Source: an optimization exercise on an open RTL-to-GDS flow (aim: small area, a short achievable clock period and few clock cycles per item). Production flows keep margins and buffers that such runs may drop.
Power is estimated from default activity; no workload was simulated.

Setup of before:
==> flow/design.v <==
package preprocess_pkg;
    localparam int unsigned NUM_ENTRY_DEFAULT = 36;
    localparam int unsigned WW_DEFAULT        = 5;
    localparam int unsigned OW_DEFAULT        = 6;
    typedef enum logic {
        IDLE = 1'b0,
        SCAN = 1'b1
    } state_t;
endpackage
module first_one_finder #(
    parameter int unsigned N = 36
) (
    input  logic [N-1:0] vec,
    output logic [N-1:0] first,
    output logic [N-1:0] rest,
    output logic         le1
);
    localparam int unsigned LG = (N > 1) ? $clog2(N) : 1;
    logic [LG:0][N-1:0] pre;
    logic [N-1:0]       below;   
    always_comb begin
        pre[0] = vec;
        for (int k = 0; k < LG; k++) begin
            for (int i = 0; i < N; i++) begin
                if (i >= (1 << k)) pre[k+1][i] = pre[k][i] | pre[k][i-(1<<k)];
                else               pre[k+1][i] = pre[k][i];
            end
        end
        below = {pre[LG][N-2:0], 1'b0};
        first = vec & ~below;
        rest  = vec & below;
        le1   = ~|rest;
    end
endmodule
module filter_compactor #(
    parameter  int unsigned NUM_ENTRY = preprocess_pkg::NUM_ENTRY_DEFAULT,
    parameter  int unsigned WW        = preprocess_pkg::WW_DEFAULT,
    parameter  int unsigned OW        = preprocess_pkg::OW_DEFAULT,
    localparam int unsigned IW        = $clog2(NUM_ENTRY),
    localparam int unsigned CW        = $clog2(NUM_ENTRY + 1)
) (
    input  logic                    clk,
    input  logic                    reset,
    input  logic                    in_valid,
    output logic                    in_ready,
    input  logic [NUM_ENTRY-1:0]    in_bit,
    input  logic [NUM_ENTRY*WW-1:0] in_weight,
    input  logic [NUM_ENTRY*OW-1:0] in_out,
    input  logic [NUM_ENTRY-1:0]    in_drop,
    output logic                    out_valid,
    input  logic                    out_ready,
    output logic                    out_bit,
    output logic [WW-1:0]           out_weight,
    output logic [OW-1:0]           out_out,
    output logic [IW-1:0]           out_index,
    output logic                    out_last,
    output logic [CW-1:0]           kept_count,
    output logic                    frame_empty
);
    localparam int unsigned DW = 1 + WW + OW;               
    localparam int unsigned EW = DW + IW + 1;               
    localparam int unsigned GA  = 4;
    localparam int unsigned NA  = (NUM_ENTRY + GA - 1) / GA;   
    localparam int unsigned AW  = $clog2(GA + 1);
    localparam int unsigned GB  = 3;
    localparam int unsigned NB  = (NA + GB - 1) / GB;          
    localparam int unsigned BW  = $clog2(GA * GB + 1);
    logic [NUM_ENTRY-1:0]  keep;
    logic                  all_drop;
    logic [NA-1:0][AW-1:0] cnt_a_d, cnt_a;
    logic [NB-1:0][BW-1:0] cnt_b_d, cnt_b;
    logic [CW-1:0]         cnt;            
    logic                  cnt_le1;        
    logic [NB-1:0]         b_lsb;
    logic                  b_big, b_two;
    logic                  held;           
    logic                  drop_pre;       
    always_comb begin
        keep     = ~in_drop;
        all_drop = &in_drop;
        for (int g = 0; g < NA; g++) begin
            cnt_a_d[g] = '0;
            for (int j = 0; j < GA; j++) begin
                if (g * GA + j < NUM_ENTRY) cnt_a_d[g] = cnt_a_d[g] + AW'(keep[g*GA+j]);
            end
        end
        for (int g = 0; g < NB; g++) begin
            cnt_b_d[g] = '0;
            for (int j = 0; j < GB; j++) begin
                if (g * GB + j < NA) cnt_b_d[g] = cnt_b_d[g] + BW'(cnt_a[g*GB+j]);
            end
        end
        cnt   = '0;
        b_big = 1'b0;
        b_two = 1'b0;
        for (int g = 0; g < NB; g++) begin
            cnt      = cnt + CW'(cnt_b[g]);
            b_lsb[g] = cnt_b[g][0];
            b_big    = b_big | (|cnt_b[g][BW-1:1]);
        end
        for (int g = 0; g < NB; g++) begin
            for (int h = g + 1; h < NB; h++) begin
                b_two = b_two | (b_lsb[g] & b_lsb[h]);
            end
        end
        cnt_le1 = ~b_big & ~b_two;
    end
    always_ff @(posedge clk) begin
        drop_pre <= all_drop;
        cnt_a <= cnt_a_d;
        cnt_b <= cnt_b_d;
    end
    logic [NUM_ENTRY-1:0]    bit_q;
    logic [NUM_ENTRY*WW-1:0] weight_q;
    logic [NUM_ENTRY*OW-1:0] out_q;
    logic [NUM_ENTRY-1:0]    sel_q;        
    logic [NUM_ENTRY-1:0]    mask;         
    logic                    pend;         
    logic                    mask_zero;    
    logic [CW-1:0]           rem;          
    logic                    ld;           
    logic [NUM_ENTRY-1:0] in_first, first_pre;
    logic [NUM_ENTRY-1:0] m_first, m_rest;
    first_one_finder #(.N(NUM_ENTRY)) u_in_finder (
        .vec(keep), .first(in_first), .rest(), .le1()
    );
    always_ff @(posedge clk) begin
        first_pre <= in_first;
    end
    first_one_finder #(.N(NUM_ENTRY)) u_mask_finder (
        .vec(mask), .first(m_first), .rest(m_rest), .le1()
    );
    always_ff @(posedge clk) begin
        if (ld) begin
            bit_q    <= in_bit;
            weight_q <= in_weight;
            out_q    <= in_out;
        end
    end
    logic          sv;                     
    logic [EW-1:0] skid;
    logic          push;                   
    logic [EW-1:0] pushed;
    logic [DW-1:0] p_data;
    logic [IW-1:0] p_idx;
    logic          out_free;               
    always_comb begin
        push     = pend & ~sv;
        out_free = ~out_valid | out_ready;
        p_data   = '0;
        p_idx    = '0;
        for (int i = 0; i < NUM_ENTRY; i++) begin
            p_data = p_data | ({DW{sel_q[i]}} &
                     {bit_q[i], weight_q[i*WW +: WW], out_q[i*OW +: OW]});
            p_idx  = p_idx | (sel_q[i] ? IW'(i) : IW'(0));
        end
        pushed = {p_data, p_idx, mask_zero};
    end
    logic [EW-1:0] out_cur, out_nxt;
    always_comb begin
        out_cur = {out_bit, out_weight, out_out, out_index, out_last};
        out_nxt = ({EW{out_free &  sv}} & skid) |
                  ({EW{out_free & ~sv}} & pushed) |
                  ({EW{~out_free}}      & out_cur);
    end
    always_ff @(posedge clk) begin
        {out_bit, out_weight, out_out, out_index, out_last} <= out_nxt;
        skid <= ({EW{push & ~out_free}} & pushed) |
                ({EW{sv & ~out_free}}   & skid) |
                ({EW{~push & ~sv & ~out_free}} & skid) |
                ({EW{out_free & sv}}    & skid);
    end
    logic acc, acc_full;
    logic pend_d, mask_zero_d, sv_d, ld_d;
    logic [CW-1:0] rem_d;
    always_comb begin
        acc      = in_valid & in_ready;
        acc_full = acc & ld;
        sv_d = sv ? ~out_free : (push & ~out_free);
        if (acc_full) begin
            pend_d      = ~drop_pre;
            rem_d       = cnt;
            mask_zero_d = cnt_le1;
        end else if (push) begin
            pend_d      = ~mask_zero;
            rem_d       = rem - CW'(1);
            mask_zero_d = (rem == CW'(2));
        end else begin
            pend_d      = pend;
            rem_d       = rem;
            mask_zero_d = mask_zero;
        end
        ld_d = ~pend_d | (~sv_d & mask_zero_d);
    end
    always_ff @(posedge clk) begin
        sel_q <= ({NUM_ENTRY{ld}}          & first_pre) |
                 ({NUM_ENTRY{~ld &  push}} & m_first) |
                 ({NUM_ENTRY{~ld & ~push}} & sel_q);
        mask  <= ({NUM_ENTRY{ld}}          & keep & ~first_pre) |
                 ({NUM_ENTRY{~ld &  push}} & m_rest) |
                 ({NUM_ENTRY{~ld & ~push}} & mask);
        mask_zero <= mask_zero_d;
        rem       <= rem_d;
    end
    always_ff @(posedge clk or posedge reset) begin
        if (reset) begin
            pend        <= 1'b0;
            sv          <= 1'b0;
            ld          <= 1'b1;
            in_ready    <= 1'b0;
            held        <= 1'b0;
            out_valid   <= 1'b0;
            kept_count  <= '0;
            frame_empty <= 1'b0;
        end else begin
            pend        <= pend_d;
            sv          <= sv_d;
            ld          <= ld_d;
            held        <= in_valid & ~acc;
            in_ready    <= in_valid & ~acc & ((held & ld_d) | all_drop);
            if (out_free) out_valid <= sv | push;
            if (acc) kept_count <= drop_pre ? '0 : cnt;
            frame_empty <= acc & drop_pre;
        end
    end
endmodule
export LEC_CHECK = 0
export CAP_MARGIN = 20
export CORE_MARGIN = 2
export CORE_UTILIZATION = 65
export CTS_CLUSTER_DIAMETER = 100
export CTS_CLUSTER_SIZE = 30
export PLACE_DENSITY = 0.75
export SETUP_SLACK_MARGIN = 3.7
export SLEW_MARGIN = 20
create_clock -name core_clock -period 6.0 [get_ports {clk}]
standard.sh (not shown) runs the stock make flow with config.mk's settings and CLKGATE_MAP_FILE= SYNTH_SCRIPT=/design/flow/synth_recipe.tcl, a recipe that flattens the netlist after the stock synthesis.
==> flow/flow/run.sh <==
#!/bin/bash
# Layout flow: the standard ORFS flow (standard.sh) unchanged, except that
# the port buffers are the smallest buffer cell (buf_1) instead of the cell
# buffer_ports picks by default. Every input and output still gets a buffer.
# The full output of the flow goes to standard.log in the work folder; ORFS
# keeps each step's own log under orfs/logs/.
set -euo pipefail
bash standard.sh finish "BUFFER_PORTS_ARGS=-buffer_cell sky130_fd_sc_hd__buf_1" > standard.log 2>&1
--- input diff before..after ---
--- a/flow/design.v
+++ b/flow/design.v
@@ -164,12 +164,11 @@
                   ({EW{~out_free}}      & out_cur);
     end
     always_ff @(posedge clk) begin
         {out_bit, out_weight, out_out, out_index, out_last} <= out_nxt;
-        skid <= ({EW{push & ~out_free}} & pushed) |
-                ({EW{sv & ~out_free}}   & skid) |
-                ({EW{~push & ~sv & ~out_free}} & skid) |
-                ({EW{out_free & sv}}    & skid);
+        skid <= ({EW{push}}       & pushed) |
+                ({EW{~push &  sv}} & skid) |
+                ({EW{~push & ~sv}} & skid);
     end
     logic acc, acc_full;
     logic pend_d, mask_zero_d, sv_d, ld_d;
     logic [CW-1:0] rem_d;
@@ -206,18 +205,23 @@
         if (reset) begin
             pend        <= 1'b0;
             sv          <= 1'b0;
             ld          <= 1'b1;
-            in_ready    <= 1'b0;
             held        <= 1'b0;
-            out_valid   <= 1'b0;
-            kept_count  <= '0;
-            frame_empty <= 1'b0;
         end else begin
             pend        <= pend_d;
             sv          <= sv_d;
             ld          <= ld_d;
             held        <= in_valid & ~acc;
+        end
+    end
+    always_ff @(posedge clk) begin
+        if (reset) begin
+            in_ready    <= 1'b0;
+            out_valid   <= 1'b0;
+            kept_count  <= '0;
+            frame_empty <= 1'b0;
+        end else begin
             in_ready    <= in_valid & ~acc & ((held & ld_d) | all_drop);
             if (out_free) out_valid <= sv | push;
             if (acc) kept_count <= drop_pre ? '0 : cnt;
             frame_empty <= acc & drop_pre;
- In after the fraction of the mapped netlist area in compound gates turned out 0.23 points lower than in before.
- Taking before as the reference, in after final worst slack grew by 45 ps, portion of total power attributed to combinational logic shows a reduction of 1.4 points.
- Between before and after, the die width does not differ in any meaningful way.
- As of after, routed length per instance had risen slightly compared to before.
- Between before and after, the share of the core filled with cells in the final layout figures differ only marginally.
- Comparing before with after, the later-pin clock latency in the skew report came out essentially unchanged.
- Re number of instances on the worst hold path: no difference whatsoever between before and after.
- Diff before -> after: hold slack lower, post-route non-filler standard cell count higher.
- Diff before -> after: post-cts repair resize count climbed 5; synthesized cell count climbed about 0.8%; wire length climbed about 2%.
No functional check of the RTL was part of any run of this note.

## what the ideal ports hide
Ports are ideal in the flow. The routed layouts listed here were re-timed in OpenROAD. Step 1: set_driving_cell puts a clkbuf_16 on clk and a buf_2 on each other input, an assumption about the parent block. Step 2, shift: input delay + t, output delay - t, t = (earliest + latest rising clock arrival at the registers) / 2. This alone moves slack from input paths to output paths. Three values: ideal, step 1, step 2; two values: the first two.
| run | t (ns) | setup slack, ns | latest minus earliest clock arrival (ns) |
|---|---|---|---|
| before | 0.638 | 3.628 / 3.577 / 3.135 | 0.043 / 0.044 |
| after | 0.644 | 3.673 / 3.661 / 3.098 | 0.028 / 0.028 |
After both steps every run listed still meets setup and hold. The setup slack of after, which loses most, moves by -0.012 ns with the drivers and by -0.575 ns with both steps.
